From an optimization exercise on the open Yosys and OpenROAD flow, aimed at small area, a short achievable clock period and few clock cycles per item; shortcuts taken in it are not production practice. At most, simulation tests tie the RTL to the original design; equivalence was not proved.

Design ex_stage_mdu, start of the top module:
module ex_stage_mdu (
    input  logic        clock,
    input  logic        reset,
    input  logic        in_valid,
    output logic        in_ready,
    input  logic [4:0]  op,
    input  logic [31:0] operand_a,
    input  logic [31:0] operand_b,
    input  logic [1:0]  fwd_sel_a,
    input  logic [1:0]  fwd_sel_b,
    input  logic [31:0] wb_data,
    input  logic        is_jump,
    input  logic [31:0] pt_wdata_in,
    input  logic [4:0]  pt_rd_in,
    input  logic [31:0] pt_pc_in,
    input  logic        mem_stall,
    input  logic        flush,
    output logic        out_valid,
    output logic [31:0] res_out,
    output logic [31:0] pt_wdata_out,
    output logic [4:0]  pt_rd_out,
    output logic [31:0] pt_pc_out,
    output logic        redirect_valid,
    output logic [31:0] redirect_addr,
    output logic        busy
);
Size: ~8500 cells after synthesis, ~320 I/O pins, ~0.059 mm2 of cells after synthesis.
Settings: LEC_CHECK=0, ABC_AREA=1, CAP_MARGIN=20, CORE_MARGIN=2, CORE_UTILIZATION=30, SETUP_SLACK_MARGIN=2.5, SLEW_MARGIN=40, SYNTH_HIERARCHICAL=1, SYNTH_MINIMUM_KEEP_SIZE=0; clock period 16.0 ns.
standard.sh (not shown) runs the stock make flow with config.mk's settings and CLKGATE_MAP_FILE= SYNTH_SCRIPT=/design/flow/synth_recipe.tcl, a recipe that flattens the netlist after the stock synthesis.
==> flow/flow/run.sh <==
#!/bin/bash
# Standard ORFS layout; ports are buffered with a regular buffer instead of
# the delay cell buffer_ports picks by default.
set -euo pipefail
bash standard.sh "BUFFER_PORTS_ARGS=-buffer_cell sky130_fd_sc_hd__buf_2" finish > orfs_make.log 2>&1
Then changed:
==> flow/flow/run.sh (replaced) <==
#!/bin/bash
# Standard ORFS layout; ports are buffered with a regular buffer instead of
# the delay cell buffer_ports picks by default.
set -euo pipefail
bash standard.sh "BUFFER_PORTS_ARGS=-buffer_cell sky130_fd_sc_hd__buf_4" finish > orfs_make.log 2>&1
SETUP_SLACK_MARGIN = 2.0   (was 2.5)
After rerunning:
- core utilization falls by 0.27 points
- area after synthesis is unchanged
Then changed:
TNS_END_PERCENT = 10   (was default)
What happened:
- The changed run ran to the end with no violations
- die area is unchanged
- critical path depth climbs by 1
- utilization hardly moves
- global-route usage hardly moves
- area after synthesis is unchanged
- fmax barely changes
- via count is higher by 0.43%
- routed wire length went down by 0.38%
- hold slack barely changes
- design area barely changes
Function was not checked in any run of this note: the RTL went through the layout flow alone.

* * *

ex_stage_mdu, a different RTL version from the one above (not shown whole).
Size in the first run: about 8100 cells after synthesis, roughly 280 flip-flops, about 320 I/O pins, ~58000 sq um of cells after synthesis.
==> flow/design.v (excerpt) <==
module ex_stage_mdu (
    input  logic        clock,
    input  logic        reset,
    input  logic        in_valid,
    output logic        in_ready,
    input  logic [4:0]  op,
    input  logic [31:0] operand_a,
    input  logic [31:0] operand_b,
    input  logic [1:0]  fwd_sel_a,
    input  logic [1:0]  fwd_sel_b,
    input  logic [31:0] wb_data,
    input  logic        is_jump,
    input  logic [31:0] pt_wdata_in,
    input  logic [4:0]  pt_rd_in,
    input  logic [31:0] pt_pc_in,
    input  logic        mem_stall,
    input  logic        flush,
    output logic        out_valid,
    output logic [31:0] res_out,
    output logic [31:0] pt_wdata_out,
    output logic [4:0]  pt_rd_out,
    output logic [31:0] pt_pc_out,
    output logic        redirect_valid,
    output logic [31:0] redirect_addr,
    output logic        busy
);
    localparam int K = 4;
    localparam int CW = 3;             
    logic [31:0] op_a, op_b;
    always_comb begin
        case (fwd_sel_a)
            2'd1:    op_a = res_out;
            2'd2:    op_a = wb_data;
            default: op_a = operand_a;
        endcase
        case (fwd_sel_b)
            2'd1:    op_b = res_out;
            2'd2:    op_b = wb_data;
            default: op_b = operand_b;
        endcase
    end
    logic is_div, is_single, is_mul, is_mulh, fire;
    assign is_div    = (op == 5'd14) || (op == 5'd15) || (op == 5'd16) || (op == 5'd17);
    assign is_single = (op <= 5'd13);
    assign is_mul    = (op >= 5'd10) && (op <= 5'd13);
    assign is_mulh   = (op >= 5'd11) && (op <= 5'd13);
    assign in_ready  = reset && !busy && !mem_stall;
    assign fire      = in_valid && in_ready;
    logic [32:0]  ma, mb;
    logic [33:0]  bx;
    logic [16:0]  bneg, bone, btwo;
    logic [592:0] ppv;
    logic [63:0]  row0, row1;
    assign ma = {op_a[31] && ((op == 5'd11) || (op == 5'd12)), op_a};
    assign mb = {op_b[31] && (op == 5'd11), op_b};
    assign bx = {mb[32], mb};
    always_comb begin
        for (int i = 0; i < 17; i++) begin
            bneg[i] = bx[2*i+1] & ~(bx[2*i] & ((i == 0) ? 1'b0 : bx[2*i-1]));
            bone[i] = bx[2*i] ^ ((i == 0) ? 1'b0 : bx[2*i-1]);
            btwo[i] = (bx[2*i+1] & ~bx[2*i] & ~((i == 0) ? 1'b0 : bx[2*i-1]))
                    | (~bx[2*i+1] & bx[2*i] & ((i == 0) ? 1'b0 : bx[2*i-1]));
        end
    end
  ...
clock: 16.0 ns
lec_check: 0
abc_area: 1
cap_margin: 10
core_margin: 2
core_utilization: 30
place_density: 0.8
setup_slack_margin: 2.0
slew_margin: 20
synth_hierarchical: 1
synth_minimum_keep_size: 0
==> flow/flow/run.sh <==
#!/bin/bash
# Standard ORFS layout; ports are buffered with a regular buffer instead of
# the delay cell buffer_ports picks by default.
set -euo pipefail
bash standard.sh "BUFFER_PORTS_ARGS=-buffer_cell sky130_fd_sc_hd__buf_2" finish > orfs_make.log 2>&1
The starting point completed without violations.
Testbench counts at the start, summed over its fixed seeds: cycles 171,619, instrs 160,000.
==> next run, changes <==
Settings changed: CAP_MARGIN 10 to 20, PLACE_DENSITY 0.8 to default, SLEW_MARGIN 20 to 40.
The new run completed without violations.
Die area is unchanged.
Register-to-register slack gains 0.13 ns.
Routed wire length grows by roughly a tenth.
Cell area increases by a few percent.
Cell count rose slightly.
First-iteration DRC count is lower by a quarter to a third.
Count of clock-buffer cells in the layout is unchanged.
Synthesized area stays the same.
Clock skew fell by 0.0088 ns.
Setup slack improves by 0.20 ns.
==> next run, changes <==
Settings changed: PLACE_DENSITY from default to 0.8.
What happened: The changed run finished clean. Core utilization falls by 0.79 points. Global-route usage falls by 3.1 points. Routed wire length falls by 9.1%. Cell count falls by 0.92%. Cell area falls by 2.2%. Clock skew falls by 0.0069 ns. Critical path depth rises by 1.
==> next run, changes <==
Settings changed: PLACE_DENSITY 0.8 to 0.7.
Clock skew grows by 0.028 ns.
Non-clock buffer count climbs by 27.
Final area rose by 1.5%.
Worst hold slack gets worse by 0.012 ns.
Core utilization came out higher by 0.52 points.
==> next run, changes <==
Settings changed: PLACE_DENSITY 0.7 to 0.8, SETUP_SLACK_MARGIN 2.0 to 2.5.
Routed wire length goes down by about 2%.
Synthesized cell count does not change.
Final cell count goes up by 0.76%.
Count of clock-buffer cells in the layout goes up by 1.
Synthesized area does not change.
Final area goes up by 4.3%.
Via count goes up by 4.3%.

* * *

the reference run:
Another version of the RTL of ex_stage_mdu (not shown whole).
Size in the first run: about 8,800 cells after synthesis.
export LEC_CHECK = 0
export ABC_AREA = 1
export CAP_MARGIN = 20
export CORE_MARGIN = 2
export CORE_UTILIZATION = 30
export SETUP_SLACK_MARGIN = 3.0
export SLEW_MARGIN = 40
export SYNTH_HIERARCHICAL = 1
export SYNTH_MINIMUM_KEEP_SIZE = 0
create_clock -name core_clock -period 16.0 [get_ports {clock}]
==> flow/flow/run.sh <==
#!/bin/bash
# Standard ORFS layout; ports are buffered with a regular buffer instead of
# the delay cell buffer_ports picks by default.
set -euo pipefail
bash standard.sh "BUFFER_PORTS_ARGS=-buffer_cell sky130_fd_sc_hd__buf_4" finish > orfs_make.log 2>&1
Testbench counts of the reference run, summed over its fixed seeds: cycles 174,192, instrs 160,000.
Edits applied to the flow inputs when going from the reference run to the trial run:
Settings: SETUP_SLACK_MARGIN now 2.0, was 3.0.
Findings:
- Diff the trial run and the reference run: clock latency at the later pin of the worst-skew pair higher in the reference run
- Compared with the reference run, the trial run shows non-clock inverter instance count of the final layout that has gone up slightly.
- Fmax: the trial run lower than the reference run
- Post-synthesis compound-gate area fraction came out exactly the same in the trial run and the reference run.
- Between the trial run and the reference run, the signed area change from the synthesized netlist to the final layout is higher for the reference run.
- Non-clock buffer area fraction after layout is higher on the reference run
- The trial run against the reference run: non-clock buffer count dropped 12%.

* * *

## old
ex_stage_mdu with an RTL version that a note above also has.
For scale: ~8,100 cells after synthesis, roughly 320 I/O pins, ~0.058 sq mm of cells after synthesis.
==> flow/config.mk <==
export PLATFORM = sky130hd
export DESIGN_NAME = ex_stage_mdu
export DESIGN_NICKNAME = ex_stage_mdu
export VERILOG_FILES = /design/flow/design.v
export SDC_FILE = /design/flow/constraint.sdc
export NUM_CORES = 4
export LEC_CHECK = 0
export ABC_AREA = 1
export CAP_MARGIN = 20
export CORE_MARGIN = 2
export CORE_UTILIZATION = 30
export PLACE_DENSITY = 0.8
export SETUP_SLACK_MARGIN = 1.5
export SLEW_MARGIN = 40
export SYNTH_HIERARCHICAL = 1
export SYNTH_MINIMUM_KEEP_SIZE = 0
==> flow/constraint.sdc <==
create_clock -name core_clock -period 16.0 [get_ports {clock}]
set_input_delay 3.2000 -clock core_clock [delete_from_list [all_inputs] [get_ports {clock}]]
set_output_delay 3.2000 -clock core_clock [all_outputs]
set_load 0.01 [all_outputs]
==> flow/flow/run.sh <==
#!/bin/bash
# Standard ORFS layout; ports are buffered with a regular buffer instead of
# the delay cell buffer_ports picks by default.
set -euo pipefail
bash standard.sh "BUFFER_PORTS_ARGS=-buffer_cell sky130_fd_sc_hd__buf_2" finish > orfs_make.log 2>&1
old ended with every stage complete and zero timing, DRC or antenna violations.
Testbench counts of old, summed over its fixed seeds: cycles 171,619, instrs 160,000.
The following lists how new was set up differently from old:
# old
export LEC_CHECK = 0
export ABC_AREA = 1
export CAP_MARGIN = 20
export CORE_MARGIN = 2
export CORE_UTILIZATION = 30
export PLACE_DENSITY = 0.8
export SETUP_SLACK_MARGIN = 1.5
export SLEW_MARGIN = 40
export SYNTH_HIERARCHICAL = 1
export SYNTH_MINIMUM_KEEP_SIZE = 0
create_clock -name core_clock -period 16.0 [get_ports {clock}]
# new
export LEC_CHECK = 0
export ABC_AREA = 1
export CAP_MARGIN = 20
export CORE_MARGIN = 2
export CORE_UTILIZATION = 30
export PLACE_DENSITY = 0.9
export SETUP_SLACK_MARGIN = 2.0
export SLEW_MARGIN = 40
export SYNTH_HIERARCHICAL = 1
export SYNTH_MINIMUM_KEEP_SIZE = 0
create_clock -name core_clock -period 16.0 [get_ports {clock}]
Notes after the runs:
new ran to completion and came out clean on the timing, design-rule and antenna checks.
Diff old..new | count of pins on the block boundary | unchanged
Delta(area fraction of clock buffers and clock inverters, new - old) < 0
H-tree depth for new: 1 down relative to old
Looking at final wirelength, new sits 9.1% above old.
old was smaller in final cell area than new.

[afterwards: timing with drivers on the ports]
No port has a modelled driver above. Below, the same layouts with a new extraction and two added sets of constraints. Step 1 (the two cells are an assumption about what drives the block):
set clk [get_ports {clock}]
set_driving_cell -lib_cell sky130_fd_sc_hd__clkbuf_16 $clk
set_driving_cell -lib_cell sky130_fd_sc_hd__buf_2 [delete_from_list [all_inputs] $clk]
Step 2 also shifts input and output timing later by t, the mid clock arrival at the registers, as if the neighbouring blocks saw the same clock. a / b / c = ideal / step 1 / step 2; a / b = the first two.
run | t (ns) | slack for setup (ns) | hold slack, ns | latest minus earliest clock arrival (ns) | pins driven straight from the clock port
the first run of note 1 | 0.625 | 2.327 / 2.302 / 2.302 | 0.462 / 0.462 / 0.462 | 0.023 / 0.023 | 1
the second run of note 1 | 0.617 | 2.100 / 2.073 / 2.073 | 0.460 / 0.460 / 0.460 | 0.022 / 0.022 | 1
the third run of note 1 | 0.620 | 2.089 / 2.060 / 2.060 | 0.458 / 0.458 / 0.458 | 0.025 / 0.024 | 1
the first run of note 2 | 0.639 | 1.918 / 1.896 / 1.896 | 0.459 / 0.459 / 0.459 | 0.043 / 0.043 | 1
the second run of note 2 | 0.665 | 2.117 / 2.096 / 2.096 | 0.455 / 0.455 / 0.455 | 0.034 / 0.033 | 1
the third run of note 2 | 0.639 | 2.013 / 1.959 / 1.959 | 0.460 / 0.460 / 0.460 | 0.026 / 0.027 | 1
the fourth run of note 2 | 0.635 | 2.072 / 2.048 / 2.048 | 0.447 / 0.447 / 0.447 | 0.056 / 0.055 | 1
the fifth run of note 2 | 0.601 | 2.311 / 2.283 / 2.283 | 0.459 / 0.459 / 0.459 | 0.043 / 0.043 | 1
the reference run | 0.628 | 2.474 / 2.369 / 2.068 | 0.461 / 0.461 / 0.461 | 0.032 / 0.032 | 1
the trial run | 0.607 | 2.054 / 1.981 / 1.981 | 0.460 / 0.460 / 0.460 | 0.037 / 0.037 | 1
old | 0.608 | 1.590 / 1.569 / 1.569 | 0.456 / 0.456 / 0.456 | 0.050 / 0.050 | 1
new | 0.639 | 1.997 / 1.975 / 1.975 | 0.459 / 0.459 / 0.459 | 0.045 / 0.045 | 1
After both steps setup and hold are still met in every run listed. The setup slack of the reference run, which loses most, moves by -0.105 ns with the drivers and by -0.406 ns with both steps.
